What follows belongs to an exercise in optimizing a design on an open flow for small area, a short achievable clock period and few clock cycles per item; a production flow would make more cautious choices.
The RTL was checked by simulation tests, not by an equivalence proof against the original design.

==> flow/design.v <==
module cordic_iter (
  input  logic        i_clk,
  input  logic        i_rst,
  input  logic        i_valid,
  output logic        o_ready,
  input  logic        i_mode,
  input  logic [23:0] i_x,
  input  logic [23:0] i_y,
  input  logic [23:0] i_theta,
  output logic        o_valid,
  input  logic        i_ready,
  output logic [23:0] o_a,
  output logic [23:0] o_b,
  output logic [23:0] o_z
);
  logic en;
  logic skid_v;
  assign en = ~skid_v;
  assign o_ready = ~skid_v;
  logic        v0, m0;
  logic [23:0] a0, b0;
  always_ff @(posedge i_clk) begin
    if (i_rst) v0 <= 1'b0;
    else if (en) v0 <= i_valid;
    if (en) begin
      m0 <= i_mode;
      a0 <= i_mode ? i_x : i_theta;
      b0 <= i_y;
    end
  end
  logic signed [23:0] p_a, p_b;
  assign p_a = $signed(a0);
  assign p_b = $signed(b0);
  logic signed [24:0] p_na, p_nb;
  assign p_na = -(25'(p_a));
  assign p_nb = -(25'(p_b));
  logic p_hi, p_lo;
  assign p_hi = p_a > 24'sd102944;
  assign p_lo = p_a < -24'sd102944;
  logic signed [18:0] p_th;
  assign p_th = 19'(p_a);
  logic signed [24:0] p_x;
  logic signed [24:0] p_y;
  logic signed [18:0] p_z;
  always_comb begin
    if (!m0) begin
      if (p_hi) begin p_x = '0; p_y = 25'sd65536; p_z = p_th - 19'sd102944; end
      else if (p_lo) begin p_x = '0; p_y = -25'sd65536; p_z = p_th + 19'sd102944; end
      else begin p_x = 25'sd65536; p_y = '0; p_z = p_th; end
    end else begin
      if (p_a[23] && !p_b[23]) begin p_x = 25'(p_b); p_y = p_na; p_z = 19'sd102944; end
      else if (p_a[23]) begin p_x = p_nb; p_y = 25'(p_a); p_z = -19'sd102944; end
      else begin p_x = 25'(p_a); p_y = 25'(p_b); p_z = '0; end
    end
  end
  logic        v_0, m_0;
  logic signed [24:0] x_0;
  logic signed [24:0] y_0;
  logic signed [18:0] z_0;
  always_ff @(posedge i_clk) begin
    if (i_rst) v_0 <= 1'b0;
    else if (en) v_0 <= v0;
    if (en) begin
      m_0 <= m0;
      x_0 <= p_x;
      y_0 <= p_y;
      z_0 <= p_z;
    end
  end
  logic        v_1, m_1;
  logic signed [25:0] x_1;
  logic signed [24:0] y_1;
  logic signed [18:0] z_1;
  logic d_0;
  logic signed [25:0] xe_0, ye_0, xs_0, ys_0;
  logic signed [26:0] xt_0, yt_0;
  logic signed [25:0] xn_0, yn_0;
  logic signed [18:0] zn_0;
  assign d_0 = m_0 ? ~y_0[24] : z_0[18];
  assign xe_0 = 26'(x_0);
  assign ye_0 = 26'(y_0);
  assign xs_0 = xe_0 >>> 0;
  assign ys_0 = ye_0 >>> 0;
  assign xt_0 = {xe_0, 1'b1} + {ys_0 ^ {26{~d_0}}, ~d_0};
  assign yt_0 = {ye_0, 1'b1} + {xs_0 ^ {26{d_0}}, d_0};
  assign xn_0 = xt_0[26:1];
  assign yn_0 = yt_0[26:1];
  assign zn_0 = z_0 + (d_0 ? 19'sd51472 : -19'sd51472);
  always_ff @(posedge i_clk) begin
    if (i_rst) v_1 <= 1'b0;
    else if (en) v_1 <= v_0;
    if (en) begin
      m_1 <= m_0;
      x_1 <= xn_0[25:0];
      y_1 <= yn_0[24:0];
      z_1 <= zn_0;
    end
  end
  logic        v_2, m_2;
  logic signed [25:0] x_2;
  logic signed [24:0] y_2;
  logic signed [18:0] z_2;
  logic d_1;
  logic signed [25:0] xe_1, ye_1, xs_1, ys_1;
  logic signed [26:0] xt_1, yt_1;
  logic signed [25:0] xn_1, yn_1;
  logic signed [18:0] zn_1;
  assign d_1 = m_1 ? ~y_1[24] : z_1[18];
  assign xe_1 = 26'(x_1);
  assign ye_1 = 26'(y_1);
  assign xs_1 = xe_1 >>> 1;
  assign ys_1 = ye_1 >>> 1;
  assign xt_1 = {xe_1, 1'b1} + {ys_1 ^ {26{~d_1}}, ~d_1};
  assign yt_1 = {ye_1, 1'b1} + {xs_1 ^ {26{d_1}}, d_1};
  assign xn_1 = xt_1[26:1];
  assign yn_1 = yt_1[26:1];
  assign zn_1 = z_1 + (d_1 ? 19'sd30386 : -19'sd30386);
  always_ff @(posedge i_clk) begin
    if (i_rst) v_2 <= 1'b0;
    else if (en) v_2 <= v_1;
    if (en) begin
      m_2 <= m_1;
      x_2 <= xn_1[25:0];
      y_2 <= yn_1[24:0];
      z_2 <= zn_1;
    end
  end
  logic        v_3, m_3;
  logic signed [25:0] x_3;
  logic signed [23:0] y_3;
  logic signed [18:0] z_3;
  logic d_2;
  logic signed [25:0] xe_2, ye_2, xs_2, ys_2;
  logic signed [26:0] xt_2, yt_2;
  logic signed [25:0] xn_2, yn_2;
  logic signed [18:0] zn_2;
  assign d_2 = m_2 ? ~y_2[24] : z_2[18];
  assign xe_2 = 26'(x_2);
  assign ye_2 = 26'(y_2);
  assign xs_2 = xe_2 >>> 2;
  assign ys_2 = ye_2 >>> 2;
  assign xt_2 = {xe_2, 1'b1} + {ys_2 ^ {26{~d_2}}, ~d_2};
  assign yt_2 = {ye_2, 1'b1} + {xs_2 ^ {26{d_2}}, d_2};
  assign xn_2 = xt_2[26:1];
  assign yn_2 = yt_2[26:1];
  assign zn_2 = z_2 + (d_2 ? 19'sd16055 : -19'sd16055);
  always_ff @(posedge i_clk) begin
    if (i_rst) v_3 <= 1'b0;
    else if (en) v_3 <= v_2;
    if (en) begin
      m_3 <= m_2;
      x_3 <= xn_2[25:0];
      y_3 <= yn_2[23:0];
      z_3 <= zn_2;
    end
  end
  logic        v_4, m_4;
  logic signed [25:0] x_4;
  logic signed [22:0] y_4;
  logic signed [18:0] z_4;
  logic d_3;
  logic signed [25:0] xe_3, ye_3, xs_3, ys_3;
  logic signed [26:0] xt_3, yt_3;
  logic signed [25:0] xn_3, yn_3;
  logic signed [18:0] zn_3;
  assign d_3 = m_3 ? ~y_3[23] : z_3[18];
  assign xe_3 = 26'(x_3);
  assign ye_3 = 26'(y_3);
  assign xs_3 = xe_3 >>> 3;
  assign ys_3 = ye_3 >>> 3;
  assign xt_3 = {xe_3, 1'b1} + {ys_3 ^ {26{~d_3}}, ~d_3};
  assign yt_3 = {ye_3, 1'b1} + {xs_3 ^ {26{d_3}}, d_3};
  assign xn_3 = xt_3[26:1];
  assign yn_3 = yt_3[26:1];
  assign zn_3 = z_3 + (d_3 ? 19'sd8150 : -19'sd8150);
  always_ff @(posedge i_clk) begin
    if (i_rst) v_4 <= 1'b0;
    else if (en) v_4 <= v_3;
    if (en) begin
      m_4 <= m_3;
      x_4 <= xn_3[25:0];
      y_4 <= yn_3[22:0];
      z_4 <= zn_3;
    end
  end
  logic        v_5, m_5;
  logic signed [25:0] x_5;
  logic signed [21:0] y_5;
  logic signed [18:0] z_5;
  logic d_4;
  logic signed [25:0] xe_4, ye_4, xs_4, ys_4;
  logic signed [26:0] xt_4, yt_4;
  logic signed [25:0] xn_4, yn_4;
  logic signed [18:0] zn_4;
  assign d_4 = m_4 ? ~y_4[22] : z_4[18];
  assign xe_4 = 26'(x_4);
  assign ye_4 = 26'(y_4);
  assign xs_4 = xe_4 >>> 4;
  assign ys_4 = ye_4 >>> 4;
  assign xt_4 = {xe_4, 1'b1} + {ys_4 ^ {26{~d_4}}, ~d_4};
  assign yt_4 = {ye_4, 1'b1} + {xs_4 ^ {26{d_4}}, d_4};
  assign xn_4 = xt_4[26:1];
  assign yn_4 = yt_4[26:1];
  assign zn_4 = z_4 + (d_4 ? 19'sd4091 : -19'sd4091);
  always_ff @(posedge i_clk) begin
    if (i_rst) v_5 <= 1'b0;
    else if (en) v_5 <= v_4;
    if (en) begin
      m_5 <= m_4;
      x_5 <= xn_4[25:0];
      y_5 <= yn_4[21:0];
      z_5 <= zn_4;
    end
  end
  logic        v_6, m_6;
  logic signed [25:0] x_6;
  logic signed [20:0] y_6;
  logic signed [18:0] z_6;
  logic d_5;
  logic signed [25:0] xe_5, ye_5, xs_5, ys_5;
  logic signed [26:0] xt_5, yt_5;
  logic signed [25:0] xn_5, yn_5;
  logic signed [18:0] zn_5;
  assign d_5 = m_5 ? ~y_5[21] : z_5[18];
  assign xe_5 = 26'(x_5);
  assign ye_5 = 26'(y_5);
  assign xs_5 = xe_5 >>> 5;
  assign ys_5 = ye_5 >>> 5;
  assign xt_5 = {xe_5, 1'b1} + {ys_5 ^ {26{~d_5}}, ~d_5};
  assign yt_5 = {ye_5, 1'b1} + {xs_5 ^ {26{d_5}}, d_5};
  assign xn_5 = xt_5[26:1];
  assign yn_5 = yt_5[26:1];
  assign zn_5 = z_5 + (d_5 ? 19'sd2047 : -19'sd2047);
  always_ff @(posedge i_clk) begin
    if (i_rst) v_6 <= 1'b0;
    else if (en) v_6 <= v_5;
    if (en) begin
      m_6 <= m_5;
      x_6 <= xn_5[25:0];
      y_6 <= yn_5[20:0];
      z_6 <= zn_5;
    end
  end
  logic        v_7, m_7;
  logic signed [25:0] x_7;
  logic signed [19:0] y_7;
  logic signed [18:0] z_7;
  logic d_6;
  logic signed [25:0] xe_6, ye_6, xs_6, ys_6;
  logic signed [26:0] xt_6, yt_6;
  logic signed [25:0] xn_6, yn_6;
  logic signed [18:0] zn_6;
  assign d_6 = m_6 ? ~y_6[20] : z_6[18];
  assign xe_6 = 26'(x_6);
  assign ye_6 = 26'(y_6);
  assign xs_6 = xe_6 >>> 6;
  assign ys_6 = ye_6 >>> 6;
  assign xt_6 = {xe_6, 1'b1} + {ys_6 ^ {26{~d_6}}, ~d_6};
  assign yt_6 = {ye_6, 1'b1} + {xs_6 ^ {26{d_6}}, d_6};
  assign xn_6 = xt_6[26:1];
  assign yn_6 = yt_6[26:1];
  assign zn_6 = z_6 + (d_6 ? 19'sd1024 : -19'sd1024);
  always_ff @(posedge i_clk) begin
    if (i_rst) v_7 <= 1'b0;
    else if (en) v_7 <= v_6;
    if (en) begin
      m_7 <= m_6;
      x_7 <= xn_6[25:0];
      y_7 <= yn_6[19:0];
      z_7 <= zn_6;
    end
  end
  logic        v_8, m_8;
  logic signed [25:0] x_8;
  logic signed [18:0] y_8;
  logic signed [18:0] z_8;
  logic d_7;
  logic signed [25:0] xe_7, ye_7, xs_7, ys_7;
  logic signed [26:0] xt_7, yt_7;
  logic signed [25:0] xn_7, yn_7;
  logic signed [18:0] zn_7;
  assign d_7 = m_7 ? ~y_7[19] : z_7[18];
  assign xe_7 = 26'(x_7);
  assign ye_7 = 26'(y_7);
  assign xs_7 = xe_7 >>> 7;
  assign ys_7 = ye_7 >>> 7;
  assign xt_7 = {xe_7, 1'b1} + {ys_7 ^ {26{~d_7}}, ~d_7};
  assign yt_7 = {ye_7, 1'b1} + {xs_7 ^ {26{d_7}}, d_7};
  assign xn_7 = xt_7[26:1];
  assign yn_7 = yt_7[26:1];
  assign zn_7 = z_7 + (d_7 ? 19'sd512 : -19'sd512);
  always_ff @(posedge i_clk) begin
    if (i_rst) v_8 <= 1'b0;
    else if (en) v_8 <= v_7;
    if (en) begin
      m_8 <= m_7;
      x_8 <= xn_7[25:0];
      y_8 <= yn_7[18:0];
      z_8 <= zn_7;
    end
  end
  logic        v_9, m_9;
  logic signed [25:0] x_9;
  logic signed [17:0] y_9;
  logic signed [18:0] z_9;
  logic d_8;
  logic signed [25:0] xe_8, ye_8, xs_8, ys_8;
  logic signed [26:0] xt_8, yt_8;
  logic signed [25:0] xn_8, yn_8;
  logic signed [18:0] zn_8;
  assign d_8 = m_8 ? ~y_8[18] : z_8[18];
  assign xe_8 = 26'(x_8);
  assign ye_8 = 26'(y_8);
  assign xs_8 = xe_8 >>> 8;
  assign ys_8 = ye_8 >>> 8;
  assign xt_8 = {xe_8, 1'b1} + {ys_8 ^ {26{~d_8}}, ~d_8};
  assign yt_8 = {ye_8, 1'b1} + {xs_8 ^ {26{d_8}}, d_8};
  assign xn_8 = xt_8[26:1];
  assign yn_8 = yt_8[26:1];
  assign zn_8 = z_8 + (d_8 ? 19'sd256 : -19'sd256);
  always_ff @(posedge i_clk) begin
    if (i_rst) v_9 <= 1'b0;
    else if (en) v_9 <= v_8;
    if (en) begin
      m_9 <= m_8;
      x_9 <= xn_8[25:0];
      y_9 <= yn_8[17:0];
      z_9 <= zn_8;
    end
  end
  logic        v_10, m_10;
  logic signed [25:0] x_10;
  logic signed [17:0] y_10;
  logic signed [18:0] z_10;
  logic d_9;
  logic signed [25:0] xe_9, ye_9, xs_9, ys_9;
  logic signed [26:0] xt_9, yt_9;
  logic signed [25:0] xn_9, yn_9;
  logic signed [18:0] zn_9;
  assign d_9 = m_9 ? ~y_9[17] : z_9[18];
  assign xe_9 = 26'(x_9);
  assign ye_9 = 26'(y_9);
  assign xs_9 = xe_9 >>> 9;
  assign ys_9 = ye_9 >>> 9;
  assign xt_9 = {xe_9, 1'b1} + {ys_9 ^ {26{~d_9}}, ~d_9};
  assign yt_9 = {ye_9, 1'b1} + {xs_9 ^ {26{d_9}}, d_9};
  assign xn_9 = xt_9[26:1];
  assign yn_9 = yt_9[26:1];
  assign zn_9 = z_9 + (d_9 ? 19'sd128 : -19'sd128);
  always_ff @(posedge i_clk) begin
    if (i_rst) v_10 <= 1'b0;
    else if (en) v_10 <= v_9;
    if (en) begin
      m_10 <= m_9;
      x_10 <= xn_9[25:0];
      y_10 <= yn_9[17:0];
      z_10 <= zn_9;
    end
  end
  logic        v_11, m_11;
  logic signed [25:0] x_11;
  logic signed [17:0] y_11;
  logic signed [18:0] z_11;
  logic d_10;
  logic signed [25:0] xe_10, ye_10, xs_10, ys_10;
  logic signed [26:0] xt_10, yt_10;
  logic signed [25:0] xn_10, yn_10;
  logic signed [18:0] zn_10;
  assign d_10 = m_10 ? ~y_10[17] : z_10[18];
  assign xe_10 = 26'(x_10);
  assign ye_10 = 26'(y_10);
  assign xs_10 = xe_10 >>> 10;
  assign ys_10 = ye_10 >>> 10;
  assign xt_10 = {xe_10, 1'b1} + {ys_10 ^ {26{~d_10}}, ~d_10};
  assign yt_10 = {ye_10, 1'b1} + {xs_10 ^ {26{d_10}}, d_10};
  assign xn_10 = xt_10[26:1];
  assign yn_10 = yt_10[26:1];
  assign zn_10 = z_10 + (d_10 ? 19'sd64 : -19'sd64);
  always_ff @(posedge i_clk) begin
    if (i_rst) v_11 <= 1'b0;
    else if (en) v_11 <= v_10;
    if (en) begin
      m_11 <= m_10;
      x_11 <= xn_10[25:0];
      y_11 <= yn_10[17:0];
      z_11 <= zn_10;
    end
  end
  logic        v_12, m_12;
  logic signed [25:0] x_12;
  logic signed [17:0] y_12;
  logic signed [18:0] z_12;
  logic d_11;
  logic signed [25:0] xe_11, ye_11, xs_11, ys_11;
  logic signed [26:0] xt_11, yt_11;
  logic signed [25:0] xn_11, yn_11;
  logic signed [18:0] zn_11;
  assign d_11 = m_11 ? ~y_11[17] : z_11[18];
  assign xe_11 = 26'(x_11);
  assign ye_11 = 26'(y_11);
  assign xs_11 = xe_11 >>> 11;
  assign ys_11 = ye_11 >>> 11;
  assign xt_11 = {xe_11, 1'b1} + {ys_11 ^ {26{~d_11}}, ~d_11};
  assign yt_11 = {ye_11, 1'b1} + {xs_11 ^ {26{d_11}}, d_11};
  assign xn_11 = xt_11[26:1];
  assign yn_11 = yt_11[26:1];
  assign zn_11 = z_11 + (d_11 ? 19'sd32 : -19'sd32);
  always_ff @(posedge i_clk) begin
    if (i_rst) v_12 <= 1'b0;
    else if (en) v_12 <= v_11;
    if (en) begin
      m_12 <= m_11;
      x_12 <= xn_11[25:0];
      y_12 <= yn_11[17:0];
      z_12 <= zn_11;
    end
  end
  logic        v_13, m_13;
  logic signed [25:0] x_13;
  logic signed [17:0] y_13;
  logic signed [18:0] z_13;
  logic d_12;
  logic signed [25:0] xe_12, ye_12, xs_12, ys_12;
  logic signed [26:0] xt_12, yt_12;
  logic signed [25:0] xn_12, yn_12;
  logic signed [18:0] zn_12;
  assign d_12 = m_12 ? ~y_12[17] : z_12[18];
  assign xe_12 = 26'(x_12);
  assign ye_12 = 26'(y_12);
  assign xs_12 = xe_12 >>> 12;
  assign ys_12 = ye_12 >>> 12;
  assign xt_12 = {xe_12, 1'b1} + {ys_12 ^ {26{~d_12}}, ~d_12};
  assign yt_12 = {ye_12, 1'b1} + {xs_12 ^ {26{d_12}}, d_12};
  assign xn_12 = xt_12[26:1];
  assign yn_12 = yt_12[26:1];
  assign zn_12 = z_12 + (d_12 ? 19'sd16 : -19'sd16);
  always_ff @(posedge i_clk) begin
    if (i_rst) v_13 <= 1'b0;
    else if (en) v_13 <= v_12;
    if (en) begin
      m_13 <= m_12;
      x_13 <= xn_12[25:0];
      y_13 <= yn_12[17:0];
      z_13 <= zn_12;
    end
  end
  logic        v_14, m_14;
  logic signed [25:0] x_14;
  logic signed [17:0] y_14;
  logic signed [18:0] z_14;
  logic d_13;
  logic signed [25:0] xe_13, ye_13, xs_13, ys_13;
  logic signed [26:0] xt_13, yt_13;
  logic signed [25:0] xn_13, yn_13;
  logic signed [18:0] zn_13;
  assign d_13 = m_13 ? ~y_13[17] : z_13[18];
  assign xe_13 = 26'(x_13);
  assign ye_13 = 26'(y_13);
  assign xs_13 = xe_13 >>> 13;
  assign ys_13 = ye_13 >>> 13;
  assign xt_13 = {xe_13, 1'b1} + {ys_13 ^ {26{~d_13}}, ~d_13};
  assign yt_13 = {ye_13, 1'b1} + {xs_13 ^ {26{d_13}}, d_13};
  assign xn_13 = xt_13[26:1];
  assign yn_13 = yt_13[26:1];
  assign zn_13 = z_13 + (d_13 ? 19'sd8 : -19'sd8);
  always_ff @(posedge i_clk) begin
    if (i_rst) v_14 <= 1'b0;
    else if (en) v_14 <= v_13;
    if (en) begin
      m_14 <= m_13;
      x_14 <= xn_13[25:0];
      y_14 <= yn_13[17:0];
      z_14 <= zn_13;
    end
  end
  logic        v_15, m_15;
  logic signed [25:0] x_15;
  logic signed [17:0] y_15;
  logic signed [18:0] z_15;
  logic d_14;
  logic signed [25:0] xe_14, ye_14, xs_14, ys_14;
  logic signed [26:0] xt_14, yt_14;
  logic signed [25:0] xn_14, yn_14;
  logic signed [18:0] zn_14;
  assign d_14 = m_14 ? ~y_14[17] : z_14[18];
  assign xe_14 = 26'(x_14);
  assign ye_14 = 26'(y_14);
  assign xs_14 = xe_14 >>> 14;
  assign ys_14 = ye_14 >>> 14;
  assign xt_14 = {xe_14, 1'b1} + {ys_14 ^ {26{~d_14}}, ~d_14};
  assign yt_14 = {ye_14, 1'b1} + {xs_14 ^ {26{d_14}}, d_14};
  assign xn_14 = xt_14[26:1];
  assign yn_14 = yt_14[26:1];
  assign zn_14 = z_14 + (d_14 ? 19'sd4 : -19'sd4);
  always_ff @(posedge i_clk) begin
    if (i_rst) v_15 <= 1'b0;
    else if (en) v_15 <= v_14;
    if (en) begin
      m_15 <= m_14;
      x_15 <= xn_14[25:0];
      y_15 <= yn_14[17:0];
      z_15 <= zn_14;
    end
  end
  logic        v_16, m_16;
  logic signed [25:0] x_16;
  logic signed [17:0] y_16;
  logic signed [18:0] z_16;
  logic d_15;
  logic signed [25:0] xe_15, ye_15, xs_15, ys_15;
  logic signed [26:0] xt_15, yt_15;
  logic signed [25:0] xn_15, yn_15;
  logic signed [18:0] zn_15;
  assign d_15 = m_15 ? ~y_15[17] : z_15[18];
  assign xe_15 = 26'(x_15);
  assign ye_15 = 26'(y_15);
  assign xs_15 = xe_15 >>> 15;
  assign ys_15 = ye_15 >>> 15;
  assign xt_15 = {xe_15, 1'b1} + {ys_15 ^ {26{~d_15}}, ~d_15};
  assign yt_15 = {ye_15, 1'b1} + {xs_15 ^ {26{d_15}}, d_15};
  assign xn_15 = xt_15[26:1];
  assign yn_15 = yt_15[26:1];
  assign zn_15 = z_15 + (d_15 ? 19'sd2 : -19'sd2);
  always_ff @(posedge i_clk) begin
    if (i_rst) v_16 <= 1'b0;
    else if (en) v_16 <= v_15;
    if (en) begin
      m_16 <= m_15;
      x_16 <= xn_15[25:0];
      y_16 <= yn_15[17:0];
      z_16 <= zn_15;
    end
  end
  logic        v_m, m_m, zf_m;
  logic signed [33:0] pa1_m;
  logic signed [24:0] pa0_m;
  logic signed [25:0] pb1_m;
  logic signed [16:0] pb0_m;
  logic signed [18:0] z_m;
  logic signed [33:0] pa1, pa0;
  logic signed [25:0] pb1, pb0;
  assign pa1 = 34'(x_16) * 34'sd155;
  assign pa0 = 34'(x_16) * 34'sd117;
  assign pb1 = 26'(y_16) * 26'sd155;
  assign pb0 = 26'(y_16) * 26'sd117;
  always_ff @(posedge i_clk) begin
    if (i_rst) v_m <= 1'b0;
    else if (en) v_m <= v_16;
    if (en) begin
      m_m   <= m_16;
      zf_m  <= m_16 && (x_16 == '0);
      z_m   <= z_16;
      pa1_m <= pa1;
      pa0_m <= 25'(pa0 >>> 8);
      pb1_m <= pb1;
      pb0_m <= 17'(pb0 >>> 8);
    end
  end
  logic signed [33:0] qa;
  logic signed [25:0] qb;
  logic signed [25:0] sa;
  logic [23:0] r_a;
  logic [17:0] r_b;
  logic [18:0] r_z;
  assign qa = pa1_m + 34'(pa0_m);
  assign qb = pb1_m + 26'(pb0_m);
  assign sa = 26'(qa >>> 8);
  always_comb begin
    if (sa > 26'sd8388607) r_a = 24'h7fffff;
    else if (sa < -26'sd8388608) r_a = 24'h800000;
    else r_a = sa[23:0];
  end
  assign r_b = m_m ? 18'd0 : qb[25:8];
  assign r_z = zf_m ? 19'd0 : z_m;
  logic [60:0] res, out_q, skid_q;
  logic        out_v;
  logic        take;
  assign res  = {r_a, r_b, r_z};
  assign take = out_v & i_ready;
  always_ff @(posedge i_clk) begin
    if (i_rst) begin
      out_v  <= 1'b0;
      skid_v <= 1'b0;
    end else if (skid_v) begin
      if (take) skid_v <= 1'b0;
    end else if (!out_v || take) begin
      out_v <= v_m;
    end else if (v_m) begin
      skid_v <= 1'b1;
    end
    if (!skid_v) skid_q <= res;
    if (skid_v ? take : (!out_v || take)) out_q <= skid_v ? skid_q : res;
  end
  assign o_valid = out_v;
  assign o_a = out_q[60:37];
  assign o_b = {{6{out_q[36]}}, out_q[36:19]};
  assign o_z = {{5{out_q[18]}}, out_q[18:0]};
endmodule
==> flow/run.sh <==
#!/bin/bash
# synth_recipe.tcl (not shown) runs the flow's synth.tcl, then flattens the netlist and writes it again
# the make line also repeats each setting of config.mk as NAME=value (left out here)
make -C /OpenROAD-flow-scripts/flow DESIGN_CONFIG=/design/flow/config.mk WORK_HOME=/design/flow/orfs CLKGATE_MAP_FILE= SYNTH_SCRIPT=/design/flow/synth_recipe.tcl finish
==> flow/config.mk <==
export PLATFORM = sky130hd
export DESIGN_NAME = cordic_iter
export DESIGN_NICKNAME = cordic_iter
export VERILOG_FILES = /design/flow/design.v
export SDC_FILE = /design/flow/constraint.sdc
export NUM_CORES = 4
export LEC_CHECK = 0
export CAP_MARGIN = 20
export CORE_MARGIN = 2
export CORE_UTILIZATION = 40
export SLEW_MARGIN = 20
==> flow/constraint.sdc <==
create_clock -name core_clock -period 10.0 [get_ports {i_clk}]
set_input_delay 2.0000 -clock core_clock [delete_from_list [all_inputs] [get_ports {i_clk}]]
set_output_delay 2.0000 -clock core_clock [all_outputs]
set_load 0.01 [all_outputs]
==> impl_metrics.yaml, run 1 <==
yosys:
  yosysUniqueCellTypes: 99
  synth.cell_area_um2: 108000
  yosysMostFrequentCell: "edfxtp_1"
  syn_inst: 10198
  synth-seq-cells: 1443
  yosys_warnings: 1
  synth_edf_count: 1361
  yosys-top-cells-area: "edfxtp_1 (38%), ha_1 (15%), xnor2_1 (8.9%)"
  synth_fp_nets: 11821
  synth_commonest_cells: "edfxtp_1 (1,361), ha_1 (1,290), xnor2_1 (1,098)"
  synth_seq_area_share_pct: 39.4
  synth_ff_type: "edfxtp_1"
  synth_area_per_cell_um2: 10.6
  yosysTopAreaCell: "edfxtp_1"
  synthArstFlopShare_pct: 0
  synth_top_cell_area_share_pct: 37.9
clock_network:
  cts_setup_buffers: 0
  cts_tree: "yes"
  cts_buffer_depth: 4
  clk_latency_ns: 0.86
  ctsHoldBuffers: 0
  cts_sinks: 1443
  post_cts_resized: 0
  cts_made_buffers: 178
  clk_pin_slew_ns: 0.06
  cts-htree-levels: 4
  root_buffer: "clkbuf_16"
global_routing:
  grt_max_degree: 164
  grt_usage_pct: 18.3
  grt_pass1_vias: 75611
  grt_overflow: 0
  antenna_found_initial: 7
  grt_pass1_wl_mm: 406
timing:
  finalCriticalPeriod_ns: 5.75
  hold_viol_final: 0
  holdWs_ns: 0.404
  slew_headroom_pct: 23.0
  finalSetupViolCount: 0
  max_freq_mhz: 174
  rsz0062_at_grt: "false"
  fin_crit_sh_pct: 57.5
  clock_skew_ns: 0.0746
  tns_ns: 0
  slew_violations: 0
  tightest_slew_ns: 1.14
critical_path:
  crit_type: "reg -> reg"
  worst-path-max-fanout: 7
  crit_path_start_kind: "flop"
  critPathTopFamily: "adder cells"
  arrival_ns: 6.30
  crit_path_end_kind: "flop"
  worstPathRequired_ns: 10.55
  worstPathCellList: "inv_1, ha_1, fa_1, inv_1, fa_1, fa_1, inv_1, ha_1, or3_1, o211ai_1, o211ai_1, a221o_1, a221oi_1, o21ai_0, nor4_1, nor3_1, xnor2_1"
  cp_slowest_cell: "edfxtp_1"
  max_stage_delay_ns: 0.57
  worst-path-buf-inv: 3
die:
  initial_core_util_pct: 40.2
  num_io_pins: 151
  core_um2: 268000
  fp.dieW_um: 523
  die_area_um2: 274000
  die_height_um: 523
  fp-row-count: 190
layout:
  nNetsFinal: 12065
  fin_cells: 14132
  finish.instance_area_um2: 119000
  seq_area_um2: 42500
  nFillCells: 24944
  layout-drive-gt1-share_pct: 4.49
  areaGrowthSynthToFinish_pct: 10.7
  multiInputGateArea_um2: 61700
job:
  drv_cap: 0
route:
  vias_per_cell: 5.31
  wl_per_cell_um: 18.0
  wirelength_mm: 255
  initialDrtViolationCount: 4086
  vias: 75024
  drtAntennaViolNets: 0
  firstDrtPassIters: 5
  drc: 0
placement:
  numPortBuffers: 150
  placed_area_um2: 114000
  place.gp.congestion: 0.878
  dp_hpwl_mm: 202
  dpl.cell_count: 13814
min_path:
  hp-class: "reg -> reg"
status:
  status: "timing/DRC/antenna clean"
## stage by stage
stage	worst slack [ns]	utilization [%]
final	4.25	44.5
after global routing	3.93	44.5
after CTS	4.26	44.5
after detailed placement	4.26	42.4
after global placement	4.26	42.4
after floorplan	-10.50	-
## routing by layer
layer	GRT usage [%]	vias up	wire length [µm]
met4	4.42	0	6010
met3	1.88	353	7590
met5	0	-	0
li1	-	37453	-
met1	24.1	36083	117000
met2	32.2	1135	124000
## cell type report
class / instances / area share, %
multi-input combinational: 7777 / 51.7
timing repair buffer: 207 / 1.62
antenna: 3 / 0.00629
tap: 3552 / 3.72
sequential: 1443 / 35.6
clock buffer: 216 / 3.96
clock inverter: 99 / 0.782
inverter: 835 / 2.63
## path summary, 6_finish.rpt
kind	start	endpoint	slack [ns]	cells past startpoint
max reg2reg	x_16[4]	pa0_m[24]	4.25	17
max	x_16[4]	pa0_m[24]	4.25	17
min reg2reg	z_12[3]	z_13[3]	0.40	0
min	z_12[3]	z_13[3]	0.40	0
## worst reg2reg max path, stage by stage, from the launching register on
cell	delay, ns
edfxtp_1	0.57
inv_1	0.09
ha_1	0.37
fa_1	0.50
inv_1	0.05
fa_1	0.46
fa_1	0.51
inv_1	0.05
ha_1	0.19
or3_1	0.39
o211ai_1	0.39
o211ai_1	0.21
a221o_1	0.42
a221oi_1	0.51
o21ai_0	0.31
nor4_1	0.25
nor3_1	0.11
xnor2_1	0.14
## cells in the final DEF (no fill, tap or decap), drive strengths merged, types with 37 or more instances in the layout
cell,Yosys,layout
xnor2,1098,1098
xor2,381,381
o41ai,42,42
and2,77,77
o21bai,116,116
fa,256,256
clkdlybuf4s50,0,149
nor3,199,199
or3,113,113
nor2b,115,115
o21a,132,132
or2,44,44
a22o,37,37
a31oi,72,72
o211ai,46,46
nand2,462,462
clkbuf,100,216
a211oi,131,131
a21boi,47,47
dfxtp,82,82
o21ai,488,488
buf,43,58
and3,96,96
clkinv,1,73
nand3,165,165
edfxtp,1361,1361
o31ai,74,74
inv,834,840
nand4,48,48
a21oi,693,693
ha,1290,1290
nand2b,131,131
nor2,747,747
a21o,256,256
## sequential cells by signal, summed over array words and instances (netlist names), 26 cells and up
name,cells
x_13,26
x_15,26
x_2,26
x_6,26
pb1_m,26
x_8,26
x_7,26
x_16,26
skid_q,61
x_5,26
x_14,26
pa1_m,34
x_10,26
x_11,26
x_9,26
x_12,26
x_4,26
x_3,26
out_q,61
## kinds of logic (layout without fill, tap and decap cells)
| family | Yosys count | in the layout | synth area share, % |
|---|---|---|---|
| other | 1 | 4 | 0.00348 |
| AO/OA/AOI/OAI | 2416 | 2416 | 14.7 |
| multiplexers | 61 | 61 | 0.596 |
| adder cells (fa/ha/maj) | 1546 | 1546 | 19.7 |
| XOR/XNOR | 1479 | 1479 | 12.0 |
| AND/OR/NAND/NOR | 2274 | 2274 | 10.1 |
| flip-flops | 1443 | 1443 | 39.4 |
| buffers and inverters | 978 | 1357 | 3.47 |
Testbench counts, summed over its fixed seeds: cycles 1,440, items 1,280.
==> inputs of run 2 (changes only) <==
--- a/flow/design.v
+++ b/flow/design.v
@@ -18,3 +18,4 @@
   assign en = ~skid_v;
-  assign o_ready = ~skid_v;
+  logic rdy_q;    
+  assign o_ready = rdy_q;
   logic        v0, m0;
@@ -55,3 +56,3 @@
   end
-  logic        v_0, m_0;
+  logic        v_0, m_0, dr_0;
   logic signed [24:0] x_0;
@@ -67,5 +68,6 @@
       z_0 <= p_z;
+      dr_0 <= m0 ? ~p_y[24] : p_z[18];
     end
   end
-  logic        v_1, m_1;
+  logic        v_1, m_1, dr_1;
   logic signed [25:0] x_1;
@@ -78,3 +80,3 @@
   logic signed [18:0] zn_0;
-  assign d_0 = m_0 ? ~y_0[24] : z_0[18];
+  assign d_0 = dr_0;
   assign xe_0 = 26'(x_0);
@@ -96,5 +98,6 @@
       z_1 <= zn_0;
+      dr_1 <= m_0 ? ~yn_0[24] : zn_0[18];
     end
   end
-  logic        v_2, m_2;
+  logic        v_2, m_2, dr_2;
   logic signed [25:0] x_2;
@@ -107,3 +110,3 @@
   logic signed [18:0] zn_1;
-  assign d_1 = m_1 ? ~y_1[24] : z_1[18];
+  assign d_1 = dr_1;
   assign xe_1 = 26'(x_1);
@@ -125,5 +128,6 @@
       z_2 <= zn_1;
+      dr_2 <= m_1 ? ~yn_1[24] : zn_1[18];
     end
   end
-  logic        v_3, m_3;
+  logic        v_3, m_3, dr_3;
   logic signed [25:0] x_3;
@@ -136,3 +140,3 @@
   logic signed [18:0] zn_2;
-  assign d_2 = m_2 ? ~y_2[24] : z_2[18];
+  assign d_2 = dr_2;
   assign xe_2 = 26'(x_2);
@@ -154,5 +158,6 @@
       z_3 <= zn_2;
+      dr_3 <= m_2 ? ~yn_2[23] : zn_2[18];
     end
   end
-  logic        v_4, m_4;
+  logic        v_4, m_4, dr_4;
   logic signed [25:0] x_4;
@@ -165,3 +170,3 @@
   logic signed [18:0] zn_3;
-  assign d_3 = m_3 ? ~y_3[23] : z_3[18];
+  assign d_3 = dr_3;
   assign xe_3 = 26'(x_3);
@@ -183,5 +188,6 @@
       z_4 <= zn_3;
+      dr_4 <= m_3 ? ~yn_3[22] : zn_3[18];
     end
   end
-  logic        v_5, m_5;
+  logic        v_5, m_5, dr_5;
   logic signed [25:0] x_5;
@@ -194,3 +200,3 @@
   logic signed [18:0] zn_4;
-  assign d_4 = m_4 ? ~y_4[22] : z_4[18];
+  assign d_4 = dr_4;
   assign xe_4 = 26'(x_4);
@@ -212,5 +218,6 @@
       z_5 <= zn_4;
+      dr_5 <= m_4 ? ~yn_4[21] : zn_4[18];
     end
   end
-  logic        v_6, m_6;
+  logic        v_6, m_6, dr_6;
   logic signed [25:0] x_6;
@@ -223,3 +230,3 @@
   logic signed [18:0] zn_5;
-  assign d_5 = m_5 ? ~y_5[21] : z_5[18];
+  assign d_5 = dr_5;
   assign xe_5 = 26'(x_5);
@@ -241,5 +248,6 @@
       z_6 <= zn_5;
+      dr_6 <= m_5 ? ~yn_5[20] : zn_5[18];
     end
   end
-  logic        v_7, m_7;
+  logic        v_7, m_7, dr_7;
   logic signed [25:0] x_7;
@@ -252,3 +260,3 @@
   logic signed [18:0] zn_6;
-  assign d_6 = m_6 ? ~y_6[20] : z_6[18];
+  assign d_6 = dr_6;
   assign xe_6 = 26'(x_6);
@@ -270,5 +278,6 @@
       z_7 <= zn_6;
+      dr_7 <= m_6 ? ~yn_6[19] : zn_6[18];
     end
   end
-  logic        v_8, m_8;
+  logic        v_8, m_8, dr_8;
   logic signed [25:0] x_8;
@@ -281,3 +290,3 @@
   logic signed [18:0] zn_7;
-  assign d_7 = m_7 ? ~y_7[19] : z_7[18];
+  assign d_7 = dr_7;
   assign xe_7 = 26'(x_7);
@@ -299,5 +308,6 @@
       z_8 <= zn_7;
+      dr_8 <= m_7 ? ~yn_7[18] : zn_7[18];
     end
   end
-  logic        v_9, m_9;
+  logic        v_9, m_9, dr_9;
   logic signed [25:0] x_9;
@@ -310,3 +320,3 @@
   logic signed [18:0] zn_8;
-  assign d_8 = m_8 ? ~y_8[18] : z_8[18];
+  assign d_8 = dr_8;
   assign xe_8 = 26'(x_8);
@@ -328,5 +338,6 @@
       z_9 <= zn_8;
+      dr_9 <= m_8 ? ~yn_8[17] : zn_8[18];
     end
   end
-  logic        v_10, m_10;
+  logic        v_10, m_10, dr_10;
   logic signed [25:0] x_10;
@@ -339,3 +350,3 @@
   logic signed [18:0] zn_9;
-  assign d_9 = m_9 ? ~y_9[17] : z_9[18];
+  assign d_9 = dr_9;
   assign xe_9 = 26'(x_9);
@@ -357,5 +368,6 @@
       z_10 <= zn_9;
+      dr_10 <= m_9 ? ~yn_9[17] : zn_9[18];
     end
   end
-  logic        v_11, m_11;
+  logic        v_11, m_11, dr_11;
   logic signed [25:0] x_11;
@@ -368,3 +380,3 @@
   logic signed [18:0] zn_10;
-  assign d_10 = m_10 ? ~y_10[17] : z_10[18];
+  assign d_10 = dr_10;
   assign xe_10 = 26'(x_10);
@@ -386,5 +398,6 @@
       z_11 <= zn_10;
+      dr_11 <= m_10 ? ~yn_10[17] : zn_10[18];
     end
   end
-  logic        v_12, m_12;
+  logic        v_12, m_12, dr_12;
   logic signed [25:0] x_12;
@@ -397,3 +410,3 @@
   logic signed [18:0] zn_11;
-  assign d_11 = m_11 ? ~y_11[17] : z_11[18];
+  assign d_11 = dr_11;
   assign xe_11 = 26'(x_11);
@@ -415,5 +428,6 @@
       z_12 <= zn_11;
+      dr_12 <= m_11 ? ~yn_11[17] : zn_11[18];
     end
   end
-  logic        v_13, m_13;
+  logic        v_13, m_13, dr_13;
   logic signed [25:0] x_13;
@@ -426,3 +440,3 @@
   logic signed [18:0] zn_12;
-  assign d_12 = m_12 ? ~y_12[17] : z_12[18];
+  assign d_12 = dr_12;
   assign xe_12 = 26'(x_12);
@@ -444,5 +458,6 @@
       z_13 <= zn_12;
+      dr_13 <= m_12 ? ~yn_12[17] : zn_12[18];
     end
   end
-  logic        v_14, m_14;
+  logic        v_14, m_14, dr_14;
   logic signed [25:0] x_14;
@@ -455,3 +470,3 @@
   logic signed [18:0] zn_13;
-  assign d_13 = m_13 ? ~y_13[17] : z_13[18];
+  assign d_13 = dr_13;
   assign xe_13 = 26'(x_13);
@@ -473,5 +488,6 @@
       z_14 <= zn_13;
+      dr_14 <= m_13 ? ~yn_13[17] : zn_13[18];
     end
   end
-  logic        v_15, m_15;
+  logic        v_15, m_15, dr_15;
   logic signed [25:0] x_15;
@@ -484,3 +500,3 @@
   logic signed [18:0] zn_14;
-  assign d_14 = m_14 ? ~y_14[17] : z_14[18];
+  assign d_14 = dr_14;
   assign xe_14 = 26'(x_14);
@@ -502,5 +518,6 @@
       z_15 <= zn_14;
+      dr_15 <= m_14 ? ~yn_14[17] : zn_14[18];
     end
   end
-  logic        v_16, m_16;
+  logic        v_16, m_16, dr_16;
   logic signed [25:0] x_16;
@@ -513,3 +530,3 @@
   logic signed [18:0] zn_15;
-  assign d_15 = m_15 ? ~y_15[17] : z_15[18];
+  assign d_15 = dr_15;
   assign xe_15 = 26'(x_15);
@@ -533,14 +550,78 @@
   end
-  logic        v_m, m_m, zf_m;
-  logic signed [33:0] pa1_m;
-  logic signed [24:0] pa0_m;
-  logic signed [25:0] pb1_m;
-  logic signed [16:0] pb0_m;
+  logic [41:0] ma_t0;
+  assign ma_t0 = (42'(x_16) <<< 0);
+  logic [41:0] ma_t1;
+  assign ma_t1 = (42'(x_16) <<< 2);
+  logic [41:0] ma_t2;
+  assign ma_t2 = ((~(42'(x_16))) <<< 4);
+  logic [41:0] ma_t3;
+  assign ma_t3 = ((~(42'(x_16))) <<< 7);
+  logic [41:0] ma_t4;
+  assign ma_t4 = ((~(42'(x_16))) <<< 10);
+  logic [41:0] ma_t5;
+  assign ma_t5 = (42'(x_16) <<< 13);
+  logic [41:0] ma_t6;
+  assign ma_t6 = (42'(x_16) <<< 15);
+  logic [41:0] ma_t7;
+  assign ma_t7 = 42'd1168;
+  logic [41:0] ma_s0_0, ma_c0_0;
+  assign ma_s0_0 = ma_t0 ^ ma_t1 ^ ma_t2;
+  assign ma_c0_0 = ((ma_t0 & ma_t1) | (ma_t0 & ma_t2) | (ma_t1 & ma_t2)) << 1;
+  logic [41:0] ma_s0_2, ma_c0_2;
+  assign ma_s0_2 = ma_t3 ^ ma_t4 ^ ma_t5;
+  assign ma_c0_2 = ((ma_t3 & ma_t4) | (ma_t3 & ma_t5) | (ma_t4 & ma_t5)) << 1;
+  logic [41:0] ma_s1_0, ma_c1_0;
+  assign ma_s1_0 = ma_s0_0 ^ ma_c0_0 ^ ma_s0_2;
+  assign ma_c1_0 = ((ma_s0_0 & ma_c0_0) | (ma_s0_0 & ma_s0_2) | (ma_c0_0 & ma_s0_2)) << 1;
+  logic [41:0] ma_s1_2, ma_c1_2;
+  assign ma_s1_2 = ma_c0_2 ^ ma_t6 ^ ma_t7;
+  assign ma_c1_2 = ((ma_c0_2 & ma_t6) | (ma_c0_2 & ma_t7) | (ma_t6 & ma_t7)) << 1;
+  logic [41:0] ma_s2_0, ma_c2_0;
+  assign ma_s2_0 = ma_s1_0 ^ ma_c1_0 ^ ma_s1_2;
+  assign ma_c2_0 = ((ma_s1_0 & ma_c1_0) | (ma_s1_0 & ma_s1_2) | (ma_c1_0 & ma_s1_2)) << 1;
+  logic [41:0] ma_s3_0, ma_c3_0;
+  assign ma_s3_0 = ma_s2_0 ^ ma_c2_0 ^ ma_c1_2;
+  assign ma_c3_0 = ((ma_s2_0 & ma_c2_0) | (ma_s2_0 & ma_c1_2) | (ma_c2_0 & ma_c1_2)) << 1;
+  logic [16:0] ma_lo;
+  assign ma_lo = {1'b0, ma_s3_0[15:0]} + {1'b0, ma_c3_0[15:0]};
+  logic [33:0] mb_t0;
+  assign mb_t0 = (34'(y_16) <<< 0);
+  logic [33:0] mb_t1;
+  assign mb_t1 = (34'(y_16) <<< 2);
+  logic [33:0] mb_t2;
+  assign mb_t2 = ((~(34'(y_16))) <<< 4);
+  logic [33:0] mb_t3;
+  assign mb_t3 = ((~(34'(y_16))) <<< 7);
+  logic [33:0] mb_t4;
+  assign mb_t4 = ((~(34'(y_16))) <<< 10);
+  logic [33:0] mb_t5;
+  assign mb_t5 = (34'(y_16) <<< 13);
+  logic [33:0] mb_t6;
+  assign mb_t6 = (34'(y_16) <<< 15);
+  logic [33:0] mb_t7;
+  assign mb_t7 = 34'd1168;
+  logic [33:0] mb_s0_0, mb_c0_0;
+  assign mb_s0_0 = mb_t0 ^ mb_t1 ^ mb_t2;
+  assign mb_c0_0 = ((mb_t0 & mb_t1) | (mb_t0 & mb_t2) | (mb_t1 & mb_t2)) << 1;
+  logic [33:0] mb_s0_2, mb_c0_2;
+  assign mb_s0_2 = mb_t3 ^ mb_t4 ^ mb_t5;
+  assign mb_c0_2 = ((mb_t3 & mb_t4) | (mb_t3 & mb_t5) | (mb_t4 & mb_t5)) << 1;
+  logic [33:0] mb_s1_0, mb_c1_0;
+  assign mb_s1_0 = mb_s0_0 ^ mb_c0_0 ^ mb_s0_2;
+  assign mb_c1_0 = ((mb_s0_0 & mb_c0_0) | (mb_s0_0 & mb_s0_2) | (mb_c0_0 & mb_s0_2)) << 1;
+  logic [33:0] mb_s1_2, mb_c1_2;
+  assign mb_s1_2 = mb_c0_2 ^ mb_t6 ^ mb_t7;
+  assign mb_c1_2 = ((mb_c0_2 & mb_t6) | (mb_c0_2 & mb_t7) | (mb_t6 & mb_t7)) << 1;
+  logic [33:0] mb_s2_0, mb_c2_0;
+  assign mb_s2_0 = mb_s1_0 ^ mb_c1_0 ^ mb_s1_2;
+  assign mb_c2_0 = ((mb_s1_0 & mb_c1_0) | (mb_s1_0 & mb_s1_2) | (mb_c1_0 & mb_s1_2)) << 1;
+  logic [33:0] mb_s3_0, mb_c3_0;
+  assign mb_s3_0 = mb_s2_0 ^ mb_c2_0 ^ mb_c1_2;
+  assign mb_c3_0 = ((mb_s2_0 & mb_c2_0) | (mb_s2_0 & mb_c1_2) | (mb_c2_0 & mb_c1_2)) << 1;
+  logic [16:0] mb_lo;
+  assign mb_lo = {1'b0, mb_s3_0[15:0]} + {1'b0, mb_c3_0[15:0]};
+  logic        v_m, m_m, zf_m, ca_m, cb_m;
+  logic [25:0] sa_m, ka_m;
+  logic [17:0] sb_m, kb_m;
   logic signed [18:0] z_m;
-  logic signed [33:0] pa1, pa0;
-  logic signed [25:0] pb1, pb0;
-  assign pa1 = 34'(x_16) * 34'sd155;
-  assign pa0 = 34'(x_16) * 34'sd117;
-  assign pb1 = 26'(y_16) * 26'sd155;
-  assign pb0 = 26'(y_16) * 26'sd117;
   always_ff @(posedge i_clk) begin
@@ -549,14 +630,15 @@
     if (en) begin
-      m_m   <= m_16;
-      zf_m  <= m_16 && (x_16 == '0);
-      z_m   <= z_16;
-      pa1_m <= pa1;
-      pa0_m <= 25'(pa0 >>> 8);
-      pb1_m <= pb1;
-      pb0_m <= 17'(pb0 >>> 8);
+      m_m  <= m_16;
+      zf_m <= m_16 && (x_16 == '0);
+      z_m  <= z_16;
+      sa_m <= ma_s3_0[41:16];
+      ka_m <= ma_c3_0[41:16];
+      ca_m <= ma_lo[16];
+      sb_m <= mb_s3_0[33:16];
+      kb_m <= mb_c3_0[33:16];
+      cb_m <= mb_lo[16];
     end
   end
-  logic signed [33:0] qa;
-  logic signed [25:0] qb;
   logic signed [25:0] sa;
+  logic signed [17:0] qb;
   logic [23:0] r_a;
@@ -564,5 +646,4 @@
   logic [18:0] r_z;
-  assign qa = pa1_m + 34'(pa0_m);
-  assign qb = pb1_m + 26'(pb0_m);
-  assign sa = 26'(qa >>> 8);
+  assign sa = sa_m + ka_m + 26'(ca_m);
+  assign qb = sb_m + kb_m + 18'(cb_m);
   always_comb begin
@@ -572,3 +653,3 @@
   end
-  assign r_b = m_m ? 18'd0 : qb[25:8];
+  assign r_b = m_m ? 18'd0 : qb[17:0];
   assign r_z = zf_m ? 19'd0 : z_m;
@@ -579,2 +660,14 @@
   assign take = out_v & i_ready;
+  logic skid_d, out_vd;
+  always_comb begin
+    skid_d = skid_v;
+    out_vd = out_v;
+    if (skid_v) begin
+      if (take) skid_d = 1'b0;
+    end else if (!out_v || take) begin
+      out_vd = v_m;
+    end else if (v_m) begin
+      skid_d = 1'b1;
+    end
+  end
   always_ff @(posedge i_clk) begin
@@ -583,8 +676,7 @@
       skid_v <= 1'b0;
-    end else if (skid_v) begin
-      if (take) skid_v <= 1'b0;
-    end else if (!out_v || take) begin
-      out_v <= v_m;
-    end else if (v_m) begin
-      skid_v <= 1'b1;
+      rdy_q  <= 1'b1;
+    end else begin
+      out_v  <= out_vd;
+      skid_v <= skid_d;
+      rdy_q  <= ~skid_d;
     end
==> impl_metrics.yaml, run 2 <==
clock_network:
  clk_latency_ns: 0.82
  cts_tree: "yes"
  cts-htree-levels: 4
  cts_buffer_depth: 3
  cts_sinks: 1447
  clk_pin_slew_ns: 0.06
  ctsHoldBuffers: 0
  root_buffer: "clkbuf_16"
  cts_made_buffers: 169
  post_cts_resized: 0
  cts_setup_buffers: 0
placement:
  dpl.cell_count: 12894
  place.gp.congestion: 0.903
  dp_hpwl_mm: 185
  numPortBuffers: 150
yosys:
  synth_ff_type: "edfxtp_1"
  yosysUniqueCellTypes: 90
  synth_edf_count: 1364
  yosys-top-cells-area: "edfxtp_1 (40%), ha_1 (13%), xnor2_1 (7.3%)"
  synth_seq_area_share_pct: 41.4
  synth_top_cell_area_share_pct: 39.7
  yosys_warnings: 1
  synth_fp_nets: 10860
  syn_inst: 9484
  yosysTopAreaCell: "edfxtp_1"
  synth.cell_area_um2: 103000
  synth_commonest_cells: "edfxtp_1 (1,364), ha_1 (1,089), xnor2_1 (861)"
  synthArstFlopShare_pct: 0
  synth_area_per_cell_um2: 10.9
  yosysMostFrequentCell: "edfxtp_1"
  synth-seq-cells: 1447
die:
  die_height_um: 512
  num_io_pins: 151
  fp-row-count: 186
  fp.dieW_um: 512
  die_area_um2: 262000
  core_um2: 256000
  initial_core_util_pct: 40.2
timing:
  rsz0062_at_grt: "false"
  tns_ns: 0
  slew_headroom_pct: 25.3
  hold_viol_final: 0
  clock_skew_ns: 0.0706
  slew_violations: 0
  finalCriticalPeriod_ns: 4.58
  max_freq_mhz: 218
  tightest_slew_ns: 1.12
  finalSetupViolCount: 0
  fin_crit_sh_pct: 45.8
route:
  highest_layer: "met4"
  drtAntennaViolNets: 0
  wl_per_cell_um: 17.9
  dr_wl_met2_mm: 118
  wirelength_mm: 236
  drc: 0
  vias_per_cell: 5.38
  firstDrtPassIters: 6
  vias: 71036
  initialDrtViolationCount: 4190
  wl_met1_mm: 103
  routed-wl-met3_mm: 8.17
global_routing:
  antenna_found_initial: 1
  grt_max_degree: 185
  grt_pass1_wl_mm: 378
  grt_overflow: 0
  grt_usage_pct: 17.7
  grt_pass1_vias: 70634
critical_path:
  worst-path-buf-inv: 1
  critPathTopFamily: "compound AO/OA/AOI/OAI gates"
  cp_slowest_cell: "buf_4"
  crit_type: "reg -> reg"
  arrival_ns: 5.10
  worst-path-max-fanout: 52
  path_common_cell: "o21ai_0"
  max_stage_delay_ns: 0.71
  crit_path_end_kind: "flop"
  crit_path_start_kind: "flop"
  worstPathCellList: "buf_4, xnor2_1, ha_1, nor2b_1, o21ai_0, a21boi_0, o21ai_0, a211oi_1, nor4_1, o31ai_1, a31oi_1, o211ai_1"
  worstPathRequired_ns: 10.51
job:
  drv_cap: 0
status:
  status: "timing/DRC/antenna clean"
layout:
  nNetsFinal: 11057
  nFillCells: 23522
  final_cell_mix: "edfxtp_1 (1,364), ha_1 (1,089), xnor2_1 (858), a21oi_1 (685), xor2_1 (573)"
  mostFrequentLayoutCell: "edfxtp_1"
  fin_cells: 13210
  top_regs: "out_q (61), skid_q (61)"
  layout-drive-gt1-share_pct: 4.29
  areaGrowthSynthToFinish_pct: 10.9
min_path:
  hp-class: "reg -> reg"
[run 2: layer usage]
metal | GRT usage [%] | up-vias
met2 | 31.8 | 1247
met3 | 2.17 | 346
met1 | 21.9 | 33903
met4 | 5.67 | 0
met5 | 0 | -
li1 | - | 35540
[run 2: worst paths after layout]
check,startpoint,end,slack [ns],cells past startpoint
max,dr_2,x_3[24],5.42,12
min,z_7[0],z_8[0],0.41,0
max reg2reg,dr_2,x_3[24],5.42,12
min reg2reg,z_7[0],z_8[0],0.41,0
[run 2: final cells by class]
cell class / count / area, µm² / share of cell area, %
clock buffer: 211 / 4540 / 3.97
clock inverter: 100 / 1170 / 1.02
multi-input combinational: 7287 / 57600 / 50.4
timing repair buffer: 204 / 1980 / 1.73
sequential: 1447 / 42600 / 37.3
inverter: 572 / 2150 / 1.88
tap: 3384 / 4230 / 3.70
antenna: 5 / 12.5 / 0.0109
[run 2: through the flow]
stage / instance area, µm² / util, % / hold slack, ns / worst slack, ns
floorplan: 103000 / - / 0.400 / -11.01
global placement: 109000 / 42.3 / 0.401 / 5.39
detailed placement: 109000 / 42.3 / 0.405 / 5.48
CTS: 114000 / 44.6 / 0.408 / 5.42
global route: 114000 / 44.6 / 0.408 / 5.01
finish: 114000 / 44.6 / 0.409 / 5.42
[run 2: kinds of logic (layout without fill, tap and decap cells)]
group	after synthesis	in the layout	synth area share, %
buffers and inverters	750	1087	2.79
other	1	6	0.00364
AOI/OAI and AO/OA	2500	2500	16.2
and+or+nand+nor	1968	1968	9.32
muxes	85	85	0.867
DFF	1447	1447	41.4
adders and majority gates	1299	1299	17.3
xor gates and xnor gates	1434	1434	12.2
Testbench counts of run 2, summed over its fixed seeds: cycles 1,440, items 1,280.
==> inputs of run 3 (changes only) <==
==> flow/flow/run.sh (new file) <==
#!/bin/bash
# Standard layout, with repair_timing asked to leave more setup slack than the
# 10 ns clock needs, so the achieved period comes out shorter.
set -euo pipefail
export SETUP_SLACK_MARGIN=${MARGIN:-6.3}
bash standard.sh > standard_flow.log 2>&1
==> flow/standard.sh (new file) <==
#!/bin/bash
# synth_recipe.tcl (not shown) runs the flow's synth.tcl, then flattens the netlist and writes it again
# the make line also repeats each setting of config.mk as NAME=value (left out here)
make -C /OpenROAD-flow-scripts/flow DESIGN_CONFIG=/design/flow/config.mk WORK_HOME=/design/flow/orfs CLKGATE_MAP_FILE= SYNTH_SCRIPT=/design/flow/synth_recipe.tcl "${@:-finish}"
removed: flow/run.sh
==> impl_metrics.yaml, run 3 <==
status:
  status: "timing/DRC/antenna clean"
route:
  initialDrtViolationCount: 4272
  wl_per_cell_um: 18.1
  wirelength_mm: 241
  drc: 0
  firstDrtPassIters: 5
  vias: 71616
  vias_per_cell: 5.39
  drtAntennaViolNets: 0
layout:
  layout-drive-gt1-share_pct: 6.06
  nNetsFinal: 11138
  fin_util_pct: 45.2
  final_cell_mix: "edfxtp_1 (1,364), ha_1 (1,087), xnor2_1 (852), a21oi_1 (665), xor2_1 (570)"
  fin_cells: 13288
  areaGrowthSynthToFinish_pct: 12.4
  top_regs: "out_q (61), skid_q (61)"
  seq_area_um2: 42600
  finish.instance_area_um2: 116000
  mostFrequentLayoutCell: "edfxtp_1"
  multiInputGateArea_um2: 58200
  nFillCells: 23436
yosys:
  synth_seq_area_share_pct: 41.4
  synth_edf_count: 1364
  synth_commonest_cells: "edfxtp_1 (1,364), ha_1 (1,089), xnor2_1 (861)"
  synth_fp_nets: 10860
  yosys-top-cells-area: "edfxtp_1 (40%), ha_1 (13%), xnor2_1 (7.3%)"
  synth-seq-cells: 1447
  synth_area_per_cell_um2: 10.9
  yosysUniqueCellTypes: 90
  synth_top_cell_area_share_pct: 39.7
  synthArstFlopShare_pct: 0
  synth.cell_area_um2: 103000
  yosysTopAreaCell: "edfxtp_1"
  yosys_warnings: 1
  synth_ff_type: "edfxtp_1"
  syn_inst: 9484
  yosysMostFrequentCell: "edfxtp_1"
timing:
  fin_crit_sh_pct: 38.1
  rsz0062_at_grt: "true"
  finalSetupViolCount: 0
  hold_viol_final: 0
  tightest_slew_ns: 1.11
  slew_violations: 0
  slew_headroom_pct: 26.3
  tns_ns: 0
  holdWs_ns: 0.408
  setup_slack_ns: 6.19
  finalCriticalPeriod_ns: 3.81
  clock_skew_ns: 0.0710
  max_freq_mhz: 263
die:
  die_area_um2: 262000
  core_um2: 256000
  die_height_um: 512
  initial_core_util_pct: 40.2
  num_io_pins: 151
  fp-row-count: 186
  fp.dieW_um: 512
clock_network:
  cts_sinks: 1447
  cts-htree-levels: 4
  clk_pin_slew_ns: 0.06
  cts_buffer_depth: 3
  root_buffer: "clkbuf_16"
  clk_latency_ns: 0.82
  cts_tree: "yes"
  cts_made_buffers: 169
  ctsHoldBuffers: 0
placement:
  dp_slack_ns: 5.48
  placed_area_um2: 109000
  numPortBuffers: 150
  dpl.cell_count: 12894
  place.gp.congestion: 0.903
  dp_hpwl_mm: 185
global_routing:
  grt_pass1_wl_mm: 379
  grt_max_degree: 185
  grt_pass1_vias: 70933
  grt_usage_pct: 17.8
  antenna_found_initial: 2
  grt_overflow: 0
min_path:
  hp-class: "reg -> reg"
critical_path:
  worst-path-max-fanout: 2
  worstPathRequired_ns: 10.59
  crit_path_end_kind: "flop"
  crit_path_start_kind: "flop"
  arrival_ns: 4.39
  crit_type: "reg -> reg"
job:
  drv_cap: 0
-- run 3: cell counts after synthesis --
No cell type changed its count.
-- run 3: path summary, 6_finish.rpt --
kind | start | endpoint | slack, ns | cells after the start
min | z_7[0] | z_8[0] | 0.41 | 0
max reg2reg | x_16[5] | ca_m | 6.19 | 16
min reg2reg | z_7[0] | z_8[0] | 0.41 | 0
max | x_16[5] | ca_m | 6.19 | 16
-- run 3: cell type report --
type | count | share of cell area, %
Clock buffer | 211 | 3.92
Clock inverter | 100 | 1.01
Antenna cell | 2 | 0.00432
Timing Repair Buffer | 285 | 2.45
Multi-Input combinational cell | 7287 | 50.3
Inverter | 572 | 1.88
Tap cell | 3384 | 3.66
Sequential cell | 1447 | 36.8
-- run 3: critical path, stage by stage (launching register included) --
cell	delay, ns
edfxtp_1	0.37
inv_2	0.06
fa_1	0.55
inv_2	0.04
fa_1	0.51
inv_1	0.05
ha_1	0.27
inv_1	0.04
ha_1	0.27
ha_1	0.29
a41o_1	0.21
a21o_1	0.15
a21o_1	0.14
a21o_1	0.16
a21oi_2	0.14
o21ai_1	0.07
a31o_2	0.23
-- run 3: repair_timing --
action / CTS / global route
pin swaps: 27 / 13
setup buffers: 39 / 31
gates cloned: 1 / 10
gates resized for setup: 147 / 129
endpoints found under the setup margin: 277 / 279
-- run 3: cell families after synthesis --
group	share of synthesized area (%)
multiplexers	0.867
other	0.00364
XOR/XNOR	12.2
AND/OR/NAND/NOR	9.32
buffers and inverters	2.79
AO/OA/AOI/OAI	16.2
adder cells (fa/ha/maj)	17.3
flip-flops	41.4
-- run 3: metal layers --
metal | vias to the layer above | wire length [µm] | track usage [%]
met4 | 2 | 8110 | 5.98
met3 | 375 | 7850 | 2.16
met1 | 34311 | 105000 | 22.0
met2 | 1231 | 120000 | 31.9
li1 | 35697 | - | -
met5 | - | 13 | 0

re-timing with driven ports:
The results above use ideal ports. As a check the final layouts listed here were re-extracted and re-timed, cells and wires unchanged.
Step 1: set_driving_cell puts a clkbuf_16 on i_clk and a buf_2 on each other input, an assumption about the parent block.
Step 2 adds t to the input delays and takes it off the output delays; t is the mean of the earliest and latest rising clock arrival at the registers after step 1. Input paths then give back, and output paths get back, about the clock's delay inside the block.
Three values: ideal, step 1, step 2; two values: the first two.
run | shift t [ns] | setup WS [ns] | cell pins on the clock port's net
run 1 | 0.909 | 4.247 / 4.247 / 4.247 | 1
run 2 | 0.885 | 5.419 / 5.419 / 5.419 | 1
run 3 | 0.887 | 6.193 / 6.193 / 6.193 | 1
After both steps setup and hold are still met in every run listed.
